What follows belongs to an exercise in optimizing a design on an open flow for small area, a short achievable clock period and few clock cycles per item; a production flow would make more cautious choices.
Only simulation tests tie the RTL to the original design; equivalence was not proved.
No activity file was given, so power comes from the tool's default toggle rates.

// ethernet_ipv4_header_classifier
module ethernet_ipv4_header_classifier (
  input  logic         clk,
  input  logic         rst_n,
  input  logic         in_tvalid,
  output logic         in_tready,
  input  logic [7:0]   in_tdata,
  input  logic         in_tlast,
  output logic         out_tvalid,
  input  logic         out_tready,
  output logic [127:0] out_tdata
);
For scale: ~790 cells after synthesis, ~140 I/O pins.
Settings: LEC_CHECK=0, CAP_MARGIN=20, CORE_MARGIN=2, CORE_UTILIZATION=40, SLEW_MARGIN=20; clock period 5.5 ns.
run.sh (not shown) runs the stock make flow with config.mk's settings and CLKGATE_MAP_FILE= SYNTH_SCRIPT=/design/flow/synth_recipe.tcl, a recipe that flattens the netlist after the stock synthesis.
The baseline went through all stages and came out clean.
Testbench counts at the start, summed over its fixed seeds: cycles 308,813, bytes 308,670.
Next try:
Settings changed: ABC_CLOCK_PERIOD_IN_PS set to 1800, CORE_UTILIZATION 40 to 60, SETUP_SLACK_MARGIN set to 3.6.
Result: The new run aborted during 5_1_grt. Synthesized area does not change. Synthesized cell count does not change.

* * *

## run a
The RTL this note starts from:
==> flow/design.v <==
module ethernet_ipv4_header_classifier (
  input  logic         clk,
  input  logic         rst_n,
  input  logic         in_tvalid,
  output logic         in_tready,
  input  logic [7:0]   in_tdata,
  input  logic         in_tlast,
  output logic         out_tvalid,
  input  logic         out_tready,
  output logic [127:0] out_tdata
);
  logic [16:0] lc_r;         
  logic [5:0]  sp_r;         
  logic [1:0]  et_r;         
  logic        a4_r;         
  logic [1:0]  pr_r;         
  logic [3:0]  thm_r;        
  logic        tok_r;        
  logic [6:0]  q_r;          
  logic        ak_r;         
  logic        pk_r;         
  logic [31:0] src_r, dst_r;
  logic [7:0]  ttl_r;
  logic [15:0] sport_r, dport_r;
  logic        acc_o, dec_o, aok_o, pok_o;
  logic [2:0]  cls_o;
  logic        ov_r, skv_r, itr_r;
  logic [2:0]  sk_cls;       
  logic [7:0] d;
  logic fire, mid, ev, out_free, to_out, sk_move;
  assign d        = in_tdata;
  assign fire     = in_tvalid && itr_r;
  assign mid      = fire && !in_tlast;
  assign ev       = fire && in_tlast;
  assign out_free = !ov_r || out_tready;
  assign to_out   = ev && out_free;
  assign sk_move  = skv_r && out_tready;
  logic p12, p13, p14, p22, p23, pge13;
  logic [3:0] psrc, pdst;
  assign p12   = sp_r == 6'd12;
  assign p13   = sp_r == 6'd13;
  assign p14   = sp_r == 6'd14;
  assign p22   = sp_r == 6'd22;
  assign p23   = sp_r == 6'd23;
  assign psrc  = {sp_r == 6'd26, sp_r == 6'd27, sp_r == 6'd28, sp_r == 6'd29};
  assign pdst  = {sp_r == 6'd30, sp_r == 6'd31, sp_r == 6'd32, sp_r == 6'd33};
  assign pge13 = sp_r >= 6'd13;
  logic t1, t2, t3, t4, t13;
  assign t1  = q_r == 7'h7e;
  assign t2  = q_r == 7'h7f;
  assign t3  = q_r == 7'd0;
  assign t4  = q_r == 7'd1;
  assign t13 = q_r == 7'd10;
  logic e4_13, ea_13, e6_13, e4, ea, e6;
  assign e4_13 = et_r == 2'b01 && d == 8'h00;
  assign ea_13 = et_r == 2'b01 && d == 8'h06;
  assign e6_13 = et_r == 2'b10 && d == 8'hDD;
  assign e4 = p13 ? e4_13 : et_r == 2'b01;
  assign ea = p13 ? ea_13 : et_r == 2'b10;
  assign e6 = p13 ? e6_13 : et_r == 2'b11;
  logic ge, r_aok, r_acc, r_dec;
  logic [2:0] r_cls;
  assign ge    = pge13;
  assign r_aok = ak_r;
  assign r_cls[2] = ge && !e4 || r_aok && pr_r == 2'b00;
  assign r_cls[1] = ge && !e4 && !ea || r_aok && pr_r[1];
  assign r_cls[0] = ge && !e4 && !e6 || r_aok && pr_r[0];
  assign r_acc = ge && !e4 || r_aok;
  assign r_dec = ge && ea || r_aok;
  logic ak_nxt, pk_nxt;
  assign ak_nxt = ak_r || a4_r && q_r == 7'h7c;
  assign pk_nxt = pk_r || a4_r && !q_r[6] &&
                  (pr_r == 2'b01 && tok_r && q_r[5:2] == thm_r && q_r[1:0] == 2'b00 ||
                   pr_r == 2'b10 && q_r[5:0] == 6'd4);
  always_ff @(posedge clk) begin
    if (!rst_n) begin
      a4_r <= 1'b0;
      q_r  <= 7'h40;
      ak_r <= 1'b0;
      pk_r <= 1'b0;
    end else if (fire) begin
      ak_r <= !in_tlast && ak_nxt;
      pk_r <= !in_tlast && pk_nxt;
      if (in_tlast) begin
        a4_r <= 1'b0;
        q_r  <= 7'h40;
      end else if (p14 && d[3:0] >= 4'd5) begin
        a4_r <= e4 && d[7:4] == 4'd4;
        q_r  <= {1'b1, ~d[3:0], 2'b11};
      end else if (q_r != 7'd63) begin
        q_r <= q_r + 7'd1;
      end
    end
  end
  always_ff @(posedge clk) begin
    if (!rst_n) begin
      lc_r <= 17'd1;
      sp_r <= 6'd0;
    end else begin
      if (!ov_r) begin
        if (mid && !lc_r[16]) lc_r <= lc_r + 17'd1;
      end else if (out_tready) begin
        lc_r <= {11'd0, sp_r + {5'd0, mid} + 6'd1};
      end
      if (sk_move || to_out) begin
        sp_r <= 6'd0;
      end else if (mid && sp_r != 6'd63) begin
        sp_r <= sp_r + 6'd1;
      end
    end
  end
  always_ff @(posedge clk) begin
    if (fire) begin
      if (p12) et_r <= {d == 8'h86, d == 8'h08};
      if (p13) et_r <= e4_13 ? 2'b01 : ea_13 ? 2'b10 : e6_13 ? 2'b11 : 2'b00;
      if (p23) pr_r <= (d == 8'd6)  ? 2'b01 :
                       (d == 8'd17) ? 2'b10 :
                       (d == 8'd1)  ? 2'b11 : 2'b00;
      if (t13) begin
        thm_r <= d[7:4] - 4'd1;
        tok_r <= d[7:4] >= 4'd5;
      end
    end
  end
  logic       clr_a, clr_p;
  logic [7:0] da, dp;
  assign clr_a = sk_move || (to_out && !r_aok);
  assign clr_p = sk_move || (to_out && !pk_r);
  assign da    = clr_a ? 8'd0 : d;
  assign dp    = clr_p ? 8'd0 : d;
  always_ff @(posedge clk) begin
    if (clr_a || fire && p22) ttl_r <= da;
    for (int i = 0; i < 4; i++) begin
      if (clr_a || fire && psrc[i]) src_r[8*i +: 8] <= da;
      if (clr_a || fire && pdst[i]) dst_r[8*i +: 8] <= da;
    end
    if (clr_p || fire && t1) sport_r[15:8] <= dp;
    if (clr_p || fire && t2) sport_r[7:0]  <= dp;
    if (clr_p || fire && t3) dport_r[15:8] <= dp;
    if (clr_p || fire && t4) dport_r[7:0]  <= dp;
  end
  always_ff @(posedge clk) begin
    if (sk_move) begin
      cls_o <= sk_cls;
      acc_o <= sk_cls[2];
      dec_o <= sk_cls[2] && !sk_cls[1];
      aok_o <= 1'b0;
      pok_o <= 1'b0;
    end else if (to_out) begin
      cls_o <= r_cls;
      acc_o <= r_acc;
      dec_o <= r_dec;
      aok_o <= r_aok;
      pok_o <= pk_r;
    end
    if (ev && !out_free) sk_cls <= r_cls;
  end
  logic ov_nxt, skv_nxt, blk_nxt;
  assign ov_nxt  = ov_r && !out_tready || skv_r || ev;
  assign skv_nxt = skv_r ? !out_tready : ev && ov_r && !out_tready;
  assign blk_nxt = ov_r && !out_tready && (mid ? sp_r >= 6'd21 : sp_r >= 6'd22);
  always_ff @(posedge clk) begin
    if (!rst_n) begin
      ov_r  <= 1'b0;
      skv_r <= 1'b0;
      itr_r <= 1'b1;
    end else begin
      ov_r  <= ov_nxt;
      skv_r <= skv_nxt;
      itr_r <= !skv_nxt && !blk_nxt;
    end
  end
  assign in_tready  = itr_r;
  assign out_tvalid = ov_r;
  assign out_tdata  = {lc_r, dport_r, sport_r, pok_o, ttl_r, dst_r, src_r,
                       aok_o, dec_o, cls_o, acc_o};
endmodule
Settings: LEC_CHECK=0, ABC_AREA=1, CAP_MARGIN=20, CORE_MARGIN=2, CORE_UTILIZATION=50, SETUP_SLACK_MARGIN=3.4, SLEW_MARGIN=20, TNS_END_PERCENT=20; clock period 5.5 ns.
standard.sh (not shown) runs the stock make flow with config.mk's settings and CLKGATE_MAP_FILE= SYNTH_SCRIPT=/design/flow/synth_recipe.tcl, a recipe that flattens the netlist after the stock synthesis.
==> flow/flow/run.sh <==
#!/bin/bash
# Standard synthesis, then the standard layout with plain buffers on the ports and
# without the delay cells as buffers.
set -uo pipefail
bash standard.sh synth > synth.log 2>&1 || exit 1
export BUFFER_PORTS_ARGS="-buffer_cell sky130_fd_sc_hd__buf_1"
export DONT_USE_CELLS="sky130_fd_sc_hd__clkdlybuf4s15_1 sky130_fd_sc_hd__clkdlybuf4s15_2 sky130_fd_sc_hd__clkdlybuf4s18_1 sky130_fd_sc_hd__clkdlybuf4s18_2 sky130_fd_sc_hd__clkdlybuf4s25_1 sky130_fd_sc_hd__clkdlybuf4s25_2 sky130_fd_sc_hd__clkdlybuf4s50_1 sky130_fd_sc_hd__clkdlybuf4s50_2 sky130_fd_sc_hd__dlygate4sd1_1 sky130_fd_sc_hd__dlygate4sd2_1 sky130_fd_sc_hd__dlygate4sd3_1 sky130_fd_sc_hd__dlymetal6s2s_1 sky130_fd_sc_hd__dlymetal6s4s_1 sky130_fd_sc_hd__dlymetal6s6s_1"
bash standard.sh > layout.log 2>&1
Testbench counts of run a, summed over its fixed seeds: cycles 308,813, bytes 308,670.
Input changes introduced in run b (baseline for comparison: run a):
Settings: CTS_BUF_LIST: unset -> sky130_fd_sc_hd__clkbuf_8 sky130_fd_sc_hd__clkbuf_16; CORE_UTILIZATION: 50 -> 55.
## What came out
Side by side, total track usage turned out higher in run b than in run a.
Number of global-route vias before repair on run b is up relative to run a.
Run b -> run a: proportion of power drawn by combinational gates flat

* * *

RTL: the design.v shown in full above, as it stands there.
clock: 5.5 ns
lec_check: 0
abc_area: 1
cap_margin: 20
core_margin: 2
core_utilization: 50
cts_buf_list: sky130_fd_sc_hd__clkbuf_4 sky130_fd_sc_hd__clkbuf_8
place_density: 0.75
setup_slack_margin: 3.4
slew_margin: 20
tns_end_percent: 20
Scripts as last shown in full above: flow/flow/run.sh
The first run passed the timing, DRC and antenna checks.
Testbench counts at the start, summed over its fixed seeds: cycles 308,813, bytes 308,670.
Rerun with:
Settings changed: CORE_UTILIZATION 50 to 55, CTS_BUF_LIST sky130_fd_sc_hd__clkbuf_4 sky130_fd_sc_hd__clkbuf_8 to unset, PLACE_DENSITY 0.75 to unset, SETUP_SLACK_MARGIN 3.4 to 3.45, TNS_END_PERCENT 20 to unset.
Worst setup slack gets better by 0.080 ns.
Area after synthesis is unchanged.
Count of clock-buffer cells in the layout falls by 1.
Power rises by 16%.
First-iteration DRC count rises by 14%.
Die area falls by 8.8%.
Clock skew falls by 0.0099 ns.
Sequential power stays flat.
Via count falls by 1.8%.
Rerun with:
Settings changed: CTS_BUF_LIST set to sky130_fd_sc_hd__clkbuf_4 sky130_fd_sc_hd__clkbuf_8, TNS_END_PERCENT set to 20.
Design area fell by 3.1%. Sequential cell count does not change. Utilization fell by 2.3 points. Total power fell by 13%. Die area stays the same. Clock skew rose by 0.0055 ns. Register-to-register slack barely changes. Area after synthesis does not change.
Rerun with:
Settings changed: CORE_UTILIZATION 55 to 50, SETUP_SLACK_MARGIN 3.45 to 3.4.
Outcome: The new run completed with no timing, DRC or antenna violations. Maximum frequency went up by 0.31%. Final area went down by 2.1%. Setup slack gains 0.0067 ns. Clock power went up by 2.7%. Register-to-register slack gains 0.02 ns. Sequential power stays flat. Worst hold slack loses 0.0067 ns. Via count went down by about 2.8%. Die area went up by 9.6%. Cell count went up by about 1.8%. Power went up by about 0.6%.
Rerun with:
--- a/flow/flow/run.sh
+++ b/flow/flow/run.sh
@@ -6,3 +6,4 @@
 export BUFFER_PORTS_ARGS="-buffer_cell sky130_fd_sc_hd__buf_1"
 export DONT_USE_CELLS="sky130_fd_sc_hd__clkdlybuf4s15_1 sky130_fd_sc_hd__clkdlybuf4s15_2 sky130_fd_sc_hd__clkdlybuf4s18_1 sky130_fd_sc_hd__clkdlybuf4s18_2 sky130_fd_sc_hd__clkdlybuf4s25_1 sky130_fd_sc_hd__clkdlybuf4s25_2 sky130_fd_sc_hd__clkdlybuf4s50_1 sky130_fd_sc_hd__clkdlybuf4s50_2 sky130_fd_sc_hd__dlygate4sd1_1 sky130_fd_sc_hd__dlygate4sd2_1 sky130_fd_sc_hd__dlygate4sd3_1 sky130_fd_sc_hd__dlymetal6s2s_1 sky130_fd_sc_hd__dlymetal6s4s_1 sky130_fd_sc_hd__dlymetal6s6s_1"
+export CTS_ARGS="-sink_clustering_enable -repair_clock_nets -dont_use_dummy_load -buf_list {sky130_fd_sc_hd__clkbuf_4 sky130_fd_sc_hd__clkbuf_8}"
 bash standard.sh > layout.log 2>&1
=>
- The new run ran to the end with no violations
- critical path depth came out higher by 7
- synthesized cell count is unchanged
- first-iteration DRC count is higher by 2.4%
Rerun with:
==> flow/flow/run.sh (replaced) <==
#!/bin/bash
# Standard synthesis, then the standard layout with plain buffers on the ports and
# without the delay cells as buffers.
set -uo pipefail
bash standard.sh synth > synth.log 2>&1 || exit 1
export BUFFER_PORTS_ARGS="-buffer_cell sky130_fd_sc_hd__buf_1"
export DONT_USE_CELLS="sky130_fd_sc_hd__clkdlybuf4s15_1 sky130_fd_sc_hd__clkdlybuf4s15_2 sky130_fd_sc_hd__clkdlybuf4s18_1 sky130_fd_sc_hd__clkdlybuf4s18_2 sky130_fd_sc_hd__clkdlybuf4s25_1 sky130_fd_sc_hd__clkdlybuf4s25_2 sky130_fd_sc_hd__clkdlybuf4s50_1 sky130_fd_sc_hd__clkdlybuf4s50_2 sky130_fd_sc_hd__dlygate4sd1_1 sky130_fd_sc_hd__dlygate4sd2_1 sky130_fd_sc_hd__dlygate4sd3_1 sky130_fd_sc_hd__dlymetal6s2s_1 sky130_fd_sc_hd__dlymetal6s4s_1 sky130_fd_sc_hd__dlymetal6s6s_1"
bash standard.sh > layout.log 2>&1
Settings changed: CORE_UTILIZATION 50 to 55, CTS_BUF_LIST sky130_fd_sc_hd__clkbuf_4 sky130_fd_sc_hd__clkbuf_8 to unset.
=> The changed run finished with timing, DRC and antenna clean; total power came out higher by about a fifth; cell count went down slightly; design area went up by a few percent; core utilization goes up by 8.3 points; non-clock buffer count drops by 4; setup slack loses 0.016 ns; die area is lower by a little under a tenth.

## separate check: timing with driven ports
Ports are ideal in the flow. The routed layouts listed here were re-timed in OpenROAD.
Step 1 assumes that a clkbuf_16 drives the clock port and a buf_2 every other input.
Step 2 times the ports against the registers' clock, not the clock port: input delays grow and output delays shrink by t, the midpoint of the rising clock arrivals with the driver on.
Three values: ideal ports, drivers, drivers and shift; two values: the first two.
| run | t (ns) | setup slack, ns | worst setup path at the end |
|---|---|---|---|
| the first run of note 1 | 0.483 | 1.716 / 1.737 / 1.254 | input to register |
| run a | 0.459 | 3.372 / 3.329 / 2.965 | input to register |
| run b | 0.464 | 3.373 / 3.332 / 2.936 | input to register |
| the first run of note 3 | 0.493 | 3.331 / 3.295 / 2.903 | input to register |
| the second run of note 3 | 0.457 | 3.411 / 3.368 / 2.974 | input to register |
| the third run of note 3 | 0.487 | 3.377 / 3.339 / 2.945 | input to register |
| the fourth run of note 3 | 0.480 | 3.383 / 3.347 / 2.944 | input to register |
| the fifth run of note 3 | 0.468 | 3.390 / 3.367 / 2.936 | input to register |
| the sixth run of note 3 | 0.464 | 3.373 / 3.332 / 2.937 | input to register |
After both steps every run listed still meets setup and hold. For the first run of note 1, which loses most, drivers alone change the setup slack by +0.021 ns; drivers and shift together by -0.462 ns.
